Context: an optimization exercise on an open-source flow, tuned for small area and a short achievable clock period. The choices shown serve that exercise and are no tape-out recipe.
RTL that was checked went through simulation tests only; none was proved equivalent to the original.

## run 1
==> flow/design.v <==
package l0_buffer_pkg;
   typedef logic [32-1:0]    port_word_t;    
   typedef logic [5-1:0]   buf_count_t;    
   typedef logic [2-1:0] port_vec_t;     
   typedef enum logic [1:0] {
      RST_IDLE  = 2'd0,
      RST_HOLD  = 2'd1,
      RST_PULSE = 2'd2,
      RST_DONE  = 2'd3
   } rst_state_e;
   typedef enum logic [1:0] {EV_NONE = 2'd0, EV_SOB = 2'd1, EV_EOB = 2'd2} burst_event_e;
endpackage
`timescale 1ns/1ps
module reset_sequencer (
   input  logic clk_pll_200,
   input  logic reset,
   output logic soft_reset,
   output logic ready
);
   localparam int CNT_W = $clog2(32 + 16 + 1);
   logic [CNT_W-1:0] cnt;    
   always_ff @(posedge clk_pll_200) begin
      if (reset) begin
         cnt        <= '0;
         soft_reset <= 1'b0;
         ready      <= 1'b0;
      end else begin
         if (!ready) begin
            cnt <= cnt + CNT_W'(1);
         end
         soft_reset <= (cnt >= CNT_W'(32)) &&
                       (cnt <  CNT_W'(32 + 16));
         ready      <= ready | (cnt == CNT_W'(32 + 16));
      end
   end
endmodule
`timescale 1ns/1ps
module burst_dispatcher (
   input  logic clk_pll_200,
   input  logic reset,
   input  logic soft_reset,
   input  logic flush,
   input  logic burst,
   output logic ecrst,
   output logic bcrst
);
   logic burst_q;    
   logic clear;
   assign clear = reset | soft_reset | flush;
   always_ff @(posedge clk_pll_200) begin
      if (clear) begin
         burst_q <= 1'b0;
         ecrst   <= 1'b0;
         bcrst   <= 1'b0;
      end else begin
         burst_q <= burst;
         ecrst   <= burst ^ burst_q;
         bcrst   <= burst & ~burst_q;
      end
   end
endmodule
`timescale 1ns/1ps
module primitive_buffer (
   input  logic                      clk_pll_200,
   input  logic                      reset,
   input  logic                      soft_reset,
   input  logic                      flush,
   input  logic                      burst,
   input  logic                      wr_en,
   input  l0_buffer_pkg::port_word_t wr_data,
   input  logic                      rd_en,
   output l0_buffer_pkg::port_word_t rd_data,
   output logic                      empty,
   output logic                      full,
   output logic                      refill_req
);
   localparam int DEPTH = 16;
   localparam int MEM_D = DEPTH - 1;    
   localparam int PTR_W = $clog2(MEM_D);
   l0_buffer_pkg::port_word_t  mem [MEM_D];
   l0_buffer_pkg::port_word_t  head;
   l0_buffer_pkg::port_word_t  mem_q;
   logic [PTR_W-1:0]           wr_ptr;
   logic [MEM_D-1:0]           rd_sel;    
   logic [DEPTH:1]             occ;       
   logic                       clear;
   logic                       one;
   logic                       wr_ok;
   logic                       rd_ok;
   logic                       inc;
   logic                       dec;
   logic                       mem_wr;
   logic                       mem_rd;
   logic                       head_ld;
   logic                       head_wr;
   logic                       head_mem;
   assign clear  = reset | soft_reset | flush;
   assign one    = occ[1] & ~occ[2];
   assign wr_ok  = wr_en & ~occ[DEPTH];    
   assign rd_ok  = rd_en & occ[1];         
   assign inc    = wr_ok & ~rd_ok;
   assign dec    = rd_ok & ~wr_ok;
   assign mem_wr = wr_ok & occ[1] & ~(one & rd_en);
   assign mem_rd = rd_en & occ[2];
   for (genvar i = 0; i < MEM_D; i++) begin : g_mem
      always_ff @(posedge clk_pll_200) begin
         if (wr_en & ~occ[DEPTH] & (wr_ptr == PTR_W'(i))) begin
            mem[i] <= wr_data;
         end
      end
   end
   always_comb begin
      mem_q = '0;
      for (int i = 0; i < MEM_D; i++) begin
         mem_q = mem_q | (mem[i] & {32{rd_sel[i]}});
      end
   end
   assign head_ld  = rd_en | ~occ[1];
   assign head_wr  = head_ld & ~occ[2];
   assign head_mem = head_ld & occ[2];
   always_ff @(posedge clk_pll_200) begin
      head <= ({32{head_wr}}  & wr_data)
            | ({32{head_mem}} & mem_q)
            | ({32{~head_ld}} & head);
   end
   always_ff @(posedge clk_pll_200) begin
      if (clear) begin
         wr_ptr     <= '0;
         rd_sel     <= MEM_D'(1);
         occ        <= '0;
         empty      <= 1'b1;
         full       <= 1'b0;
         refill_req <= 1'b0;
      end else begin
         if (mem_wr) begin
            wr_ptr <= (wr_ptr == PTR_W'(MEM_D - 1)) ? '0 : wr_ptr + PTR_W'(1);
         end
         if (mem_rd) begin
            rd_sel <= {rd_sel[MEM_D-2:0], rd_sel[MEM_D-1]};
         end
         if (inc) begin
            occ <= {occ[DEPTH-1:1], 1'b1};
         end else if (dec) begin
            occ <= {1'b0, occ[DEPTH:2]};
         end
         empty      <= inc ? 1'b0 : dec ? ~occ[2] : ~occ[1];
         full       <= inc ? occ[DEPTH-1] : dec ? 1'b0 : occ[DEPTH];
         refill_req <= burst & ~occ[4];
      end
   end
   assign rd_data = head;
endmodule
`timescale 1ns/1ps
module l0_buffer_top (
   input  logic                                 clk_pll_200,
   input  logic                                 reset,
   input  logic                                 burst,
   input  logic                                 flush,
   input  logic [2-1:0]             wr_en,
   input  logic [2*32-1:0]  wr_data,
   input  logic [2-1:0]             rd_en,
   output logic [2*32-1:0]  rd_data,
   output logic [2-1:0]             empty,
   output logic [2-1:0]             full,
   output logic [2-1:0]             refill_req,
   output logic                                 ecrst,
   output logic                                 bcrst,
   output logic                                 ready
);
   logic soft_reset;    
   reset_sequencer u_reset_sequencer (
      .clk_pll_200 (clk_pll_200),
      .reset       (reset),
      .soft_reset  (soft_reset),
      .ready       (ready)
   );
   burst_dispatcher u_burst_dispatcher (
      .clk_pll_200 (clk_pll_200),
      .reset       (reset),
      .soft_reset  (soft_reset),
      .flush       (flush),
      .burst       (burst),
      .ecrst       (ecrst),
      .bcrst       (bcrst)
   );
   for (genvar p = 0; p < 2; p++) begin : g_port
      primitive_buffer u_buffer (
         .clk_pll_200 (clk_pll_200),
         .reset       (reset),
         .soft_reset  (soft_reset),
         .flush       (flush),
         .burst       (burst),         
         .wr_en       (wr_en[p]),
         .wr_data     (wr_data[32*p +: 32]),
         .rd_en       (rd_en[p]),
         .rd_data     (rd_data[32*p +: 32]),
         .empty       (empty[p]),
         .full        (full[p]),
         .refill_req  (refill_req[p])
      );
   end
endmodule
clock: 3.8 ns
lec_check: 0
cap_margin: 20
core_margin: 2
core_utilization: 65
cts_cluster_diameter: 50
cts_cluster_size: 24
setup_slack_margin: 1.85
slew_margin: 20
tns_end_percent: 100
standard.sh (not shown) runs the stock make flow with config.mk's settings and CLKGATE_MAP_FILE= SYNTH_SCRIPT=/design/flow/synth_recipe.tcl, a recipe that flattens the netlist after the stock synthesis.
==> flow/flow/run.sh <==
#!/bin/bash
# Standard synthesis, then the standard layout with plain buffers on the
# ports and without the delay-cell buffers in placement and timing repair.
set -euo pipefail
bash standard.sh synth > synth.log 2>&1
export BUFFER_PORTS_ARGS="-buffer_cell sky130_fd_sc_hd__buf_2"
export DONT_USE_CELLS="sky130_fd_sc_hd__clkdlybuf4s15_1 sky130_fd_sc_hd__clkdlybuf4s15_2 sky130_fd_sc_hd__clkdlybuf4s18_1 sky130_fd_sc_hd__clkdlybuf4s18_2 sky130_fd_sc_hd__clkdlybuf4s25_1 sky130_fd_sc_hd__clkdlybuf4s25_2 sky130_fd_sc_hd__clkdlybuf4s50_1 sky130_fd_sc_hd__clkdlybuf4s50_2"
bash standard.sh > layout.log 2>&1
[inputs] run 2 vs run 1
--- a/flow/design.v
+++ b/flow/design.v
@@ -76,11 +76,10 @@
 );
    localparam int DEPTH = 16;
    localparam int MEM_D = DEPTH - 1;    
-   localparam int PTR_W = $clog2(MEM_D);
    l0_buffer_pkg::port_word_t  mem [MEM_D];
    l0_buffer_pkg::port_word_t  head;
-   l0_buffer_pkg::port_word_t  mem_q;
-   logic [PTR_W-1:0]           wr_ptr;
+   l0_buffer_pkg::port_word_t  head_nx;
+   logic [MEM_D-1:0]           wr_sel;    
    logic [MEM_D-1:0]           rd_sel;    
    logic [DEPTH:1]             occ;       
    logic                       clear;
@@ -104,28 +103,27 @@
    assign mem_rd = rd_en & occ[2];
    for (genvar i = 0; i < MEM_D; i++) begin : g_mem
       always_ff @(posedge clk_pll_200) begin
-         if (wr_en & ~occ[DEPTH] & (wr_ptr == PTR_W'(i))) begin
+         if (wr_en & ~occ[DEPTH] & wr_sel[i]) begin
             mem[i] <= wr_data;
          end
-      end
-   end
-   always_comb begin
-      mem_q = '0;
-      for (int i = 0; i < MEM_D; i++) begin
-         mem_q = mem_q | (mem[i] & {32{rd_sel[i]}});
       end
    end
    assign head_ld  = rd_en | ~occ[1];
    assign head_wr  = head_ld & ~occ[2];
    assign head_mem = head_ld & occ[2];
-   always_ff @(posedge clk_pll_200) begin
-      head <= ({32{head_wr}}  & wr_data)
-            | ({32{head_mem}} & mem_q)
-            | ({32{~head_ld}} & head);
+   always_comb begin
+      head_nx = ({32{head_wr}}  & wr_data)
+              | ({32{~head_ld}} & head);
+      for (int i = 0; i < MEM_D; i++) begin
+         head_nx = head_nx | ({32{head_mem & rd_sel[i]}} & mem[i]);
+      end
+   end
+   always_ff @(posedge clk_pll_200) begin
+      head <= head_nx;
    end
    always_ff @(posedge clk_pll_200) begin
       if (clear) begin
-         wr_ptr     <= '0;
+         wr_sel     <= MEM_D'(1);
          rd_sel     <= MEM_D'(1);
          occ        <= '0;
          empty      <= 1'b1;
@@ -133,7 +131,7 @@
          refill_req <= 1'b0;
       end else begin
          if (mem_wr) begin
-            wr_ptr <= (wr_ptr == PTR_W'(MEM_D - 1)) ? '0 : wr_ptr + PTR_W'(1);
+            wr_sel <= {wr_sel[MEM_D-2:0], wr_sel[MEM_D-1]};
          end
          if (mem_rd) begin
             rd_sel <= {rd_sel[MEM_D-2:0], rd_sel[MEM_D-1]};
Notes after the runs:
- Run 2: actual transition at the worst max-transition pin is 0.057 ns higher than what run 1 reported.
- Looking at worst slew slack as a fraction of its limit across run 1 and run 2, the one that comes out lower is run 2.
- [compare] base=run 1 new=run 2: wire length rose by about 5%, mean instance size in the synthesized netlist up 0.19 um^2.
- Cell count of the worst reg-to-reg path: run 2 > run 1
- Run 2 has final standard cell utilization of the core below what run 1 had.
- When run 2 is set beside run 1, its slack of the worst reg-to-reg path turns out to be 0.02 ns smaller.
- Final-stage net count (run 2 over run 1): decrease, about 0.9%
- A critical path endpoint of rd_data[38] is what run 1 shows, while g_port[1].u_buffer.head[29]$_DFF_P_ belongs to run 2.
Only the layout flow was run in run 2; the RTL was not checked for function there.

port drivers added, routing unchanged:
Ports are ideal in the flow. The routed layouts listed here were re-timed in OpenROAD. Step 1, drivers: a clkbuf_16 drives clk_pll_200 and a buf_2 each remaining input, both assumed. Step 2, shift: input delay + t, output delay - t, t = (earliest + latest rising clock arrival at the registers) / 2. This alone moves slack from input paths to output paths. Slacks: ideal ports / drivers / drivers and shift; pairs: ideal ports / drivers.
run	t, ns	setup WS [ns]	cell pins on the clock port's net
run 1	0.710	1.870 / 1.809 / 1.429	1
run 2	0.709	1.852 / 1.806 / 1.278	1
After both steps every run listed still meets setup and hold. For run 2, which loses most, drivers alone change the setup slack by -0.046 ns; drivers and shift together by -0.574 ns.
